Context: an optimization exercise on an open-source flow, tuned for small area, a short achievable clock period and few clock cycles. The choices shown serve that exercise and are no tape-out recipe.
Where RTL was checked, it was by simulation tests only, not by an equivalence proof against the original.
Power is estimated from default activity; no workload was simulated.

==> module dtts_total, before the edit <==
module dtts_total #(
  parameter int NUMBER_BITS = NUMBER_BITS_DEF
) (
  input  logic                   clk,
  input  logic                   en,
  input  logic [OP_BITS-1:0]     op,
  input  logic [NUMBER_BITS-1:0] acc,
  output logic [TOTAL_BITS-1:0]  total
);
  logic                  a_acc, a_t, k60, k3600, b_t;
  logic [TOTAL_BITS-1:0] t_r, a, b, prod;
  assign {a_acc, a_t, k60, k3600, b_t} = op;
  assign a = a_t ? t_r : a_acc ? TOTAL_BITS'(acc) : '0;
  assign b = b_t ? t_r : a_t ? TOTAL_BITS'(acc) : '0;
  always_comb begin
    if (k60)        prod = (a << 6) - (a << 2);
    else if (k3600) prod = (a << 12) - (a << 9) + (a << 4);
    else            prod = a;
  end
  always_ff @(posedge clk) begin
    if (en) t_r <= prod + b;
  end
  assign total = t_r;
endmodule
clock: 5.5 ns
lec_check: 0
cap_margin: 20
core_margin: 2
core_utilization: 40
slew_margin: 20
run.sh (not shown) runs the stock make flow with config.mk's settings and CLKGATE_MAP_FILE= SYNTH_SCRIPT=/design/flow/synth_recipe.tcl, a recipe that flattens the netlist after the stock synthesis.
The starting point produced a layout that fails on setup timing.
Then changed:
--- a/flow/design.v
+++ b/flow/design.v
@@ -207,19 +207,21 @@
 );
   logic                  a_acc, a_t, k60, k3600, b_t;
   logic [TOTAL_BITS-1:0] t_r, a, b, prod;
   assign {a_acc, a_t, k60, k3600, b_t} = op;
   assign a = a_t ? t_r : a_acc ? TOTAL_BITS'(acc) : '0;
   assign b = b_t ? t_r : a_t ? TOTAL_BITS'(acc) : '0;
-  always_comb begin
-    if (k60)        prod = (a << 6) - (a << 2);
-    else if (k3600) prod = (a << 12) - (a << 9) + (a << 4);
-    else            prod = a;
-  end
+  logic [TOTAL_BITS-1:0] t1, t2, t3;
+  logic                  cin;
+  assign t1  = k60 ? (a << 6) : k3600 ? (a << 12) : a;
+  assign t2  = k60 ? ~(a << 2) : k3600 ? ~(a << 9) : '0;
+  assign t3  = k3600 ? (a << 4) : b;
+  assign cin = k60 || k3600;
+  assign prod = t1 + t2 + t3 + TOTAL_BITS'(cin);
   always_ff @(posedge clk) begin
-    if (en) t_r <= prod + b;
+    if (en) t_r <= prod;
   end
   assign total = t_r;
 endmodule
 import dtts_pkg::*;
 module duration_text_to_seconds_core #(
   parameter int NUMBER_BITS = NUMBER_BITS_DEF
Effect:
- Now the flow produced a clean layout
- cell area shrinks by a quarter to a third
- via count shrinks by a quarter to a third
- utilization goes down by 7.1 points
- power drops by a quarter to a third
- fmax rises by about a fifth
- worst hold slack is worse by 0.0035 ns
- first-iteration DRC count went down by about a fifth
Testbench counts after the change, summed over its fixed seeds: cycles 24,818.
For the first run of this note, only the layout was checked, not whether the RTL still works.

========
The RTL this note starts from:
==> flow/design.v <==
package dtts_pkg;
  localparam int NUMBER_BITS_DEF = 31;
  localparam int CHAR_BITS       = 8;
  localparam int TOTAL_BITS      = 43;
  localparam int SECS_PER_HOUR = 3600;
  localparam int SECS_PER_MIN  = 60;
  localparam logic [CHAR_BITS-1:0] CH_TAB   = 8'h09;
  localparam logic [CHAR_BITS-1:0] CH_CR    = 8'h0D;
  localparam logic [CHAR_BITS-1:0] CH_SPACE = 8'h20;
  localparam logic [CHAR_BITS-1:0] CH_ZERO  = 8'h30;
  localparam logic [CHAR_BITS-1:0] CH_NINE  = 8'h39;
  localparam logic [CHAR_BITS-1:0] CH_COLON = 8'h3A;
  localparam logic [CHAR_BITS-1:0] CH_LC_H  = 8'h68;
  localparam logic [CHAR_BITS-1:0] CH_LC_M  = 8'h6D;
  localparam logic [CHAR_BITS-1:0] CH_LC_S  = 8'h73;
  localparam logic [3:0] G_START = 4'd0;
  localparam logic [3:0] G_N1    = 4'd1;
  localparam logic [3:0] G_C1    = 4'd2;
  localparam logic [3:0] G_C1N   = 4'd3;
  localparam logic [3:0] G_C2    = 4'd4;
  localparam logic [3:0] G_C2N   = 4'd5;
  localparam logic [3:0] G_H     = 4'd6;
  localparam logic [3:0] G_HN    = 4'd7;
  localparam logic [3:0] G_HNM   = 4'd8;
  localparam logic [3:0] G_HNMN  = 4'd9;
  localparam logic [3:0] G_M     = 4'd10;
  localparam logic [3:0] G_MN    = 4'd11;
  localparam logic [3:0] G_SEND  = 4'd12;
  localparam logic [3:0] G_ERR   = 4'd13;
  localparam int OP_BITS = 5;
  localparam logic [OP_BITS-1:0] OP_ZERO    = 5'b00000;
  localparam logic [OP_BITS-1:0] OP_T       = 5'b00001;
  localparam logic [OP_BITS-1:0] OP_ACC     = 5'b10000;
  localparam logic [OP_BITS-1:0] OP_ACC60   = 5'b01000;
  localparam logic [OP_BITS-1:0] OP_ACC3600 = 5'b00100;
  localparam logic [OP_BITS-1:0] OP_T_ACC   = 5'b10001;
  localparam logic [OP_BITS-1:0] OP_T_ACC60 = 5'b01001;
  localparam logic [OP_BITS-1:0] OP_T60_ACC = 5'b00010;
  localparam logic [1:0] CL_OTHER = 2'b00;
  localparam logic [1:0] CL_WS    = 2'b01;
  localparam logic [1:0] CL_DIGIT = 2'b10;
  localparam logic [1:0] CL_SEP   = 2'b11;
  localparam logic [1:0] SP_COLON = 2'b10;
  localparam logic [1:0] SP_H     = 2'b00;
  localparam logic [1:0] SP_M     = 2'b01;
  localparam logic [1:0] SP_S     = 2'b11;
endpackage
import dtts_pkg::*;
module dtts_parser #(
  parameter int NUMBER_BITS = NUMBER_BITS_DEF
) (
  input  logic                   clk,
  input  logic                   rst_n,
  input  logic                   step,
  input  logic [1:0]             cls,
  input  logic [3:0]             nib,
  input  logic                   last_char,
  output logic [NUMBER_BITS-1:0] acc,
  output logic                   op_valid,    
  output logic [OP_BITS-1:0]     op,
  output logic                   op_ok
);
  logic [3:0]               state_r, state_nxt;
  logic [NUMBER_BITS-1:0]   acc_r;
  logic                     ovf_r;
  logic                     is_ws, is_digit, is_sep;
  logic                     num_start, num_cont;
  logic [NUMBER_BITS-1:0]   sum;
  logic                     sum_ovf;
  logic [OP_BITS-1:0]       sep_op, end_op;
  logic                     sep_hit, end_ok;
  assign is_ws    = cls == CL_WS;
  assign is_digit = cls == CL_DIGIT;
  assign is_sep   = cls == CL_SEP;
  assign sum      = (acc_r << 3) + (acc_r << 1) + NUMBER_BITS'(nib);
  assign sum_ovf  = (acc_r > NUMBER_BITS'(214748364))
                  || (acc_r == NUMBER_BITS'(214748364) && nib[3]);
  always_comb begin
    num_start = 1'b0;
    num_cont  = 1'b0;
    case (state_r)
      G_START, G_C1, G_C2, G_H, G_HNM, G_M: num_start = 1'b1;
      G_N1, G_C1N, G_C2N, G_HN, G_HNMN, G_MN: num_cont = 1'b1;
      default: ;
    endcase
  end
  always_comb begin
    state_nxt = state_r;
    sep_hit   = 1'b0;
    sep_op    = OP_ZERO;
    if (is_ws) begin
      state_nxt = state_r;
    end else if (is_digit) begin
      case (state_r)
        G_START: state_nxt = G_N1;
        G_C1:    state_nxt = G_C1N;
        G_C2:    state_nxt = G_C2N;
        G_H:     state_nxt = G_HN;
        G_HNM:   state_nxt = G_HNMN;
        G_M:     state_nxt = G_MN;
        G_N1, G_C1N, G_C2N, G_HN, G_HNMN, G_MN: state_nxt = state_r;
        default: state_nxt = G_ERR;
      endcase
    end else if (is_sep) begin
      state_nxt = G_ERR;
      case (state_r)
        G_N1: begin
          sep_hit = 1'b1;
          case (nib[1:0])
            SP_COLON: begin sep_op = OP_ACC;     state_nxt = G_C1;   end
            SP_H:     begin sep_op = OP_ACC3600; state_nxt = G_H;    end
            SP_M:     begin sep_op = OP_ACC60;   state_nxt = G_M;    end
            default:  begin sep_op = OP_ACC;     state_nxt = G_SEND; end
          endcase
        end
        G_C1N: begin
          if (nib[1:0] == SP_COLON) begin
            sep_hit   = 1'b1;
            sep_op    = OP_T60_ACC;
            state_nxt = G_C2;
          end
        end
        G_HN: begin
          if (nib[1:0] == SP_M) begin
            sep_hit   = 1'b1;
            sep_op    = OP_T_ACC60;
            state_nxt = G_HNM;
          end else if (nib[1:0] == SP_S) begin
            sep_hit   = 1'b1;
            sep_op    = OP_T_ACC;
            state_nxt = G_SEND;
          end
        end
        G_HNMN, G_MN: begin
          if (nib[1:0] == SP_S) begin
            sep_hit   = 1'b1;
            sep_op    = OP_T_ACC;
            state_nxt = G_SEND;
          end
        end
        default: state_nxt = G_ERR;
      endcase
    end else begin
      state_nxt = G_ERR;
    end
  end
  always_comb begin
    end_ok = 1'b1;
    end_op = OP_T;
    case (state_nxt)
      G_N1:                    end_op = OP_ACC60;
      G_HN:                    end_op = OP_T_ACC60;
      G_C1N, G_C2N:            end_op = OP_T60_ACC;
      G_HNMN, G_MN:            end_op = OP_T_ACC;
      G_H, G_HNM, G_M, G_SEND: end_op = OP_T;
      default: begin
        end_ok = 1'b0;
        end_op = OP_ZERO;
      end
    endcase
  end
  assign op_valid = last_char || sep_hit;
  assign op_ok    = end_ok;
  assign op       = !last_char ? sep_op : (sep_hit && end_ok) ? sep_op : end_op;
  assign acc      = acc_r;
  always_ff @(posedge clk) begin
    if (!rst_n) begin
      state_r <= G_START;
    end else if (step) begin
      state_r <= last_char ? G_START : state_nxt;
    end
  end
  always_ff @(posedge clk) begin
    if (step && is_digit) begin
      if (num_start) begin
        acc_r <= NUMBER_BITS'(nib);
        ovf_r <= 1'b0;
      end else if (ovf_r || sum_ovf) begin
        acc_r <= '0;
        ovf_r <= 1'b1;
      end else begin
        acc_r <= sum[NUMBER_BITS-1:0];
      end
    end
  end
endmodule
import dtts_pkg::*;
module dtts_total #(
  parameter int NUMBER_BITS = NUMBER_BITS_DEF
) (
  input  logic                   clk,
  input  logic                   en,
  input  logic [OP_BITS-1:0]     op,
  input  logic [NUMBER_BITS-1:0] acc,
  output logic [TOTAL_BITS-1:0]  total
);
  logic                  s_acc1, s_acc60, s_acc3600, s_t60, s_t;
  logic [TOTAL_BITS-1:0] t_r, x, t1, t2, t3, csa_s, csa_c;
  logic                  cin;
  assign {s_acc1, s_acc60, s_acc3600, s_t60, s_t} = op;
  assign x   = TOTAL_BITS'(acc);
  assign t1  = ({TOTAL_BITS{s_acc1}}    & x)
             | ({TOTAL_BITS{s_acc60}}   & (x << 6))
             | ({TOTAL_BITS{s_acc3600}} & (x << 12))
             | ({TOTAL_BITS{s_t60}}     & (t_r << 6));
  assign t2  = ({TOTAL_BITS{s_acc60}}   & ~(x << 2))
             | ({TOTAL_BITS{s_acc3600}} & ~(x << 9))
             | ({TOTAL_BITS{s_t60}}     & ~(t_r << 2));
  assign t3  = ({TOTAL_BITS{s_acc3600}} & (x << 4))
             | ({TOTAL_BITS{s_t}}       & t_r)
             | ({TOTAL_BITS{s_t60}}     & x);
  assign cin = s_acc60 || s_acc3600 || s_t60;
  assign csa_s = t1 ^ t2 ^ t3;
  assign csa_c = (t1 & t2) | (t1 & t3) | (t2 & t3);
  always_ff @(posedge clk) begin
    if (en) t_r <= csa_s + {csa_c[TOTAL_BITS-2:0], cin};
  end
  assign total = t_r;
endmodule
import dtts_pkg::*;
module duration_text_to_seconds_core #(
  parameter int NUMBER_BITS = NUMBER_BITS_DEF
) (
  input  logic                  clk,
  input  logic                  rst_n,
  input  logic                  in_valid,
  output logic                  in_ready,
  input  logic [CHAR_BITS-1:0]  in_char_code,
  input  logic                  in_last_char,
  output logic                  out_valid,
  input  logic                  out_ready,
  output logic [TOTAL_BITS-1:0] out_total_seconds,
  output logic                  out_matched
);
  logic                   a_valid_r;
  logic [1:0]             a_cls_r;
  logic [3:0]             a_nib_r;
  logic                   a_last_r;
  logic                   m_valid_r;
  logic [OP_BITS-1:0]     m_op_r;
  logic                   m_final_r;
  logic                   m_ok_r;
  logic                   o_valid_r;
  logic                   o_matched_r;
  logic                   o_free, m_go, stall, a_go, a_free;
  logic [1:0]             in_cls;
  logic [NUMBER_BITS-1:0] acc;
  logic                   p_op_valid, p_ok;
  logic [OP_BITS-1:0]     p_op;
  assign o_free = !o_valid_r || out_ready;
  assign stall  = m_valid_r && !o_free;
  assign m_go   = m_valid_r && o_free;
  assign a_go   = a_valid_r && !stall;
  assign a_free = !a_valid_r || a_go;
  assign in_ready = a_free;
  always_comb begin
    if (in_char_code == CH_SPACE || (in_char_code >= CH_TAB && in_char_code <= CH_CR))
      in_cls = CL_WS;
    else if (in_char_code >= CH_ZERO && in_char_code <= CH_NINE)
      in_cls = CL_DIGIT;
    else if (in_char_code == CH_COLON || in_char_code == CH_LC_H
             || in_char_code == CH_LC_M || in_char_code == CH_LC_S)
      in_cls = CL_SEP;
    else
      in_cls = CL_OTHER;
  end
  always_ff @(posedge clk) begin
    if (!rst_n) begin
      a_valid_r <= 1'b0;
      m_valid_r <= 1'b0;
      o_valid_r <= 1'b0;
    end else begin
      if (a_free) a_valid_r <= in_valid;
      if (!stall) m_valid_r <= a_go && p_op_valid;
      if (o_free) o_valid_r <= m_go && m_final_r;
    end
  end
  always_ff @(posedge clk) begin
    if (a_free) begin
      a_cls_r  <= in_cls;
      a_nib_r  <= in_char_code[3:0];
      a_last_r <= in_last_char;
    end
  end
  always_ff @(posedge clk) begin
    if (!stall) begin
      m_op_r    <= p_op;
      m_final_r <= a_last_r;
      m_ok_r    <= p_ok;
    end
  end
  always_ff @(posedge clk) begin
    if (m_go && m_final_r) o_matched_r <= m_ok_r;
  end
  dtts_parser #(
    .NUMBER_BITS(NUMBER_BITS)
  ) u_parser (
    .clk      (clk),
    .rst_n    (rst_n),
    .step     (a_go),
    .cls      (a_cls_r),
    .nib      (a_nib_r),
    .last_char(a_last_r),
    .acc      (acc),
    .op_valid (p_op_valid),
    .op       (p_op),
    .op_ok    (p_ok)
  );
  dtts_total #(
    .NUMBER_BITS(NUMBER_BITS)
  ) u_total (
    .clk  (clk),
    .en   (m_go),
    .op   (m_op_r),
    .acc  (acc),
    .total(out_total_seconds)
  );
  assign out_valid   = o_valid_r;
  assign out_matched = o_matched_r;
endmodule
make LEC_CHECK=0 CAP_MARGIN=20 CORE_MARGIN=2 CORE_UTILIZATION=40 SLEW_MARGIN=20 finish   # period 5.5 ns
Next try:
--- a/flow/design.v
+++ b/flow/design.v
@@ -189,7 +189,6 @@
   parameter int NUMBER_BITS = NUMBER_BITS_DEF
 ) (
   input  logic                   clk,
-  input  logic                   en,
   input  logic [OP_BITS-1:0]     op,
   input  logic [NUMBER_BITS-1:0] acc,
   output logic [TOTAL_BITS-1:0]  total
@@ -213,7 +212,7 @@
   assign csa_s = t1 ^ t2 ^ t3;
   assign csa_c = (t1 & t2) | (t1 & t3) | (t2 & t3);
   always_ff @(posedge clk) begin
-    if (en) t_r <= csa_s + {csa_c[TOTAL_BITS-2:0], cin};
+    t_r <= csa_s + {csa_c[TOTAL_BITS-2:0], cin};
   end
   assign total = t_r;
 endmodule
@@ -236,23 +235,24 @@
   logic [1:0]             a_cls_r;
   logic [3:0]             a_nib_r;
   logic                   a_last_r;
-  logic                   m_valid_r;
-  logic [OP_BITS-1:0]     m_op_r;
+  logic                   m_valid_r;    
+  logic [OP_BITS-1:0]     m_op_r;       
   logic                   m_final_r;
-  logic                   m_ok_r;
+  logic [OP_BITS-1:0]     sel_r;        
   logic                   o_valid_r;
   logic                   o_matched_r;
-  logic                   o_free, m_go, stall, a_go, a_free;
+  logic                   stall, step, a_free, m_go;
+  logic                   m_valid_nxt, o_valid_nxt;
+  logic [OP_BITS-1:0]     m_op_nxt;
   logic [1:0]             in_cls;
   logic [NUMBER_BITS-1:0] acc;
   logic                   p_op_valid, p_ok;
   logic [OP_BITS-1:0]     p_op;
-  assign o_free = !o_valid_r || out_ready;
-  assign stall  = m_valid_r && !o_free;
-  assign m_go   = m_valid_r && o_free;
-  assign a_go   = a_valid_r && !stall;
-  assign a_free = !a_valid_r || a_go;
+  assign stall    = m_valid_r && o_valid_r;
+  assign step     = a_valid_r && !stall;
+  assign a_free   = !a_valid_r || !stall;
   assign in_ready = a_free;
+  assign m_go     = m_valid_r && !o_valid_r;
   always_comb begin
     if (in_char_code == CH_SPACE || (in_char_code >= CH_TAB && in_char_code <= CH_CR))
       in_cls = CL_WS;
@@ -264,15 +264,20 @@
     else
       in_cls = CL_OTHER;
   end
+  assign m_valid_nxt = stall || (step && p_op_valid);
+  assign m_op_nxt    = stall ? m_op_r : (step && p_op_valid) ? p_op : OP_T;
+  assign o_valid_nxt = o_valid_r ? !out_ready : (m_go && m_final_r);
   always_ff @(posedge clk) begin
     if (!rst_n) begin
       a_valid_r <= 1'b0;
       m_valid_r <= 1'b0;
       o_valid_r <= 1'b0;
+      sel_r     <= OP_T;
     end else begin
       if (a_free) a_valid_r <= in_valid;
-      if (!stall) m_valid_r <= a_go && p_op_valid;
-      if (o_free) o_valid_r <= m_go && m_final_r;
+      m_valid_r <= m_valid_nxt;
+      o_valid_r <= o_valid_nxt;
+      sel_r     <= (m_valid_nxt && !o_valid_nxt) ? m_op_nxt : OP_T;
     end
   end
   always_ff @(posedge clk) begin
@@ -284,20 +289,19 @@
   end
   always_ff @(posedge clk) begin
     if (!stall) begin
-      m_op_r    <= p_op;
+      m_op_r    <= m_op_nxt;
       m_final_r <= a_last_r;
-      m_ok_r    <= p_ok;
     end
   end
   always_ff @(posedge clk) begin
-    if (m_go && m_final_r) o_matched_r <= m_ok_r;
+    if (m_go && m_final_r) o_matched_r <= m_op_r != OP_ZERO;
   end
   dtts_parser #(
     .NUMBER_BITS(NUMBER_BITS)
   ) u_parser (
     .clk      (clk),
     .rst_n    (rst_n),
-    .step     (a_go),
+    .step     (step),
     .cls      (a_cls_r),
     .nib      (a_nib_r),
     .last_char(a_last_r),
@@ -310,8 +314,7 @@
     .NUMBER_BITS(NUMBER_BITS)
   ) u_total (
     .clk  (clk),
-    .en   (m_go),
-    .op   (m_op_r),
+    .op   (sel_r),
     .acc  (acc),
     .total(out_total_seconds)
   );
First-iteration DRC count rises by 2.4%.
Utilization rises by 0.37 points.
Sequential share of layout area falls by 1.8 points.
Critical path depth falls by 2.
Total power rises by 1.7%.
Final cell count falls by 2.1%.
Fmax hardly moves.
Final area falls by 5.2%.
Wire length falls by 7.1%.
Global-route usage falls by 0.14 points.
Worst hold slack is better by 140 ps.
Die area falls by 5.1%.
Flip-flop and latch count rises by 4.
No run of this note included a check of the RTL's function; only the layout flow was run.

[port drivers added, routing unchanged]
Ports are ideal in the flow. The routed layouts listed here were re-timed in OpenROAD.
Step 1, drivers: a clkbuf_16 drives clk and a buf_2 each remaining input, both assumed.
Step 2 moves the port delays by t, midway between the first and last clock arrival at a register: inputs arrive t later, outputs are due t later. That takes back most of the time a late clock gives input paths.
Three values: ideal, step 1, step 2; two values: the first two.
| run | shift t [ns] | slack for setup (ns) | hold WS [ns] |
|---|---|---|---|
| the first run of note 1 | 0.417 | -0.307 / -0.307 / -0.307 | 0.425 / 0.425 / 0.425 |
| the second run of note 1 | 0.413 | 0.620 / 0.620 / 0.620 | 0.421 / 0.421 / 0.421 |
| the first run of note 2 | 0.417 | 0.766 / 0.766 / 0.766 | 0.434 / 0.434 / 0.434 |
| the second run of note 2 | 0.409 | 0.765 / 0.765 / 0.765 | 0.569 / 0.569 / 0.569 |
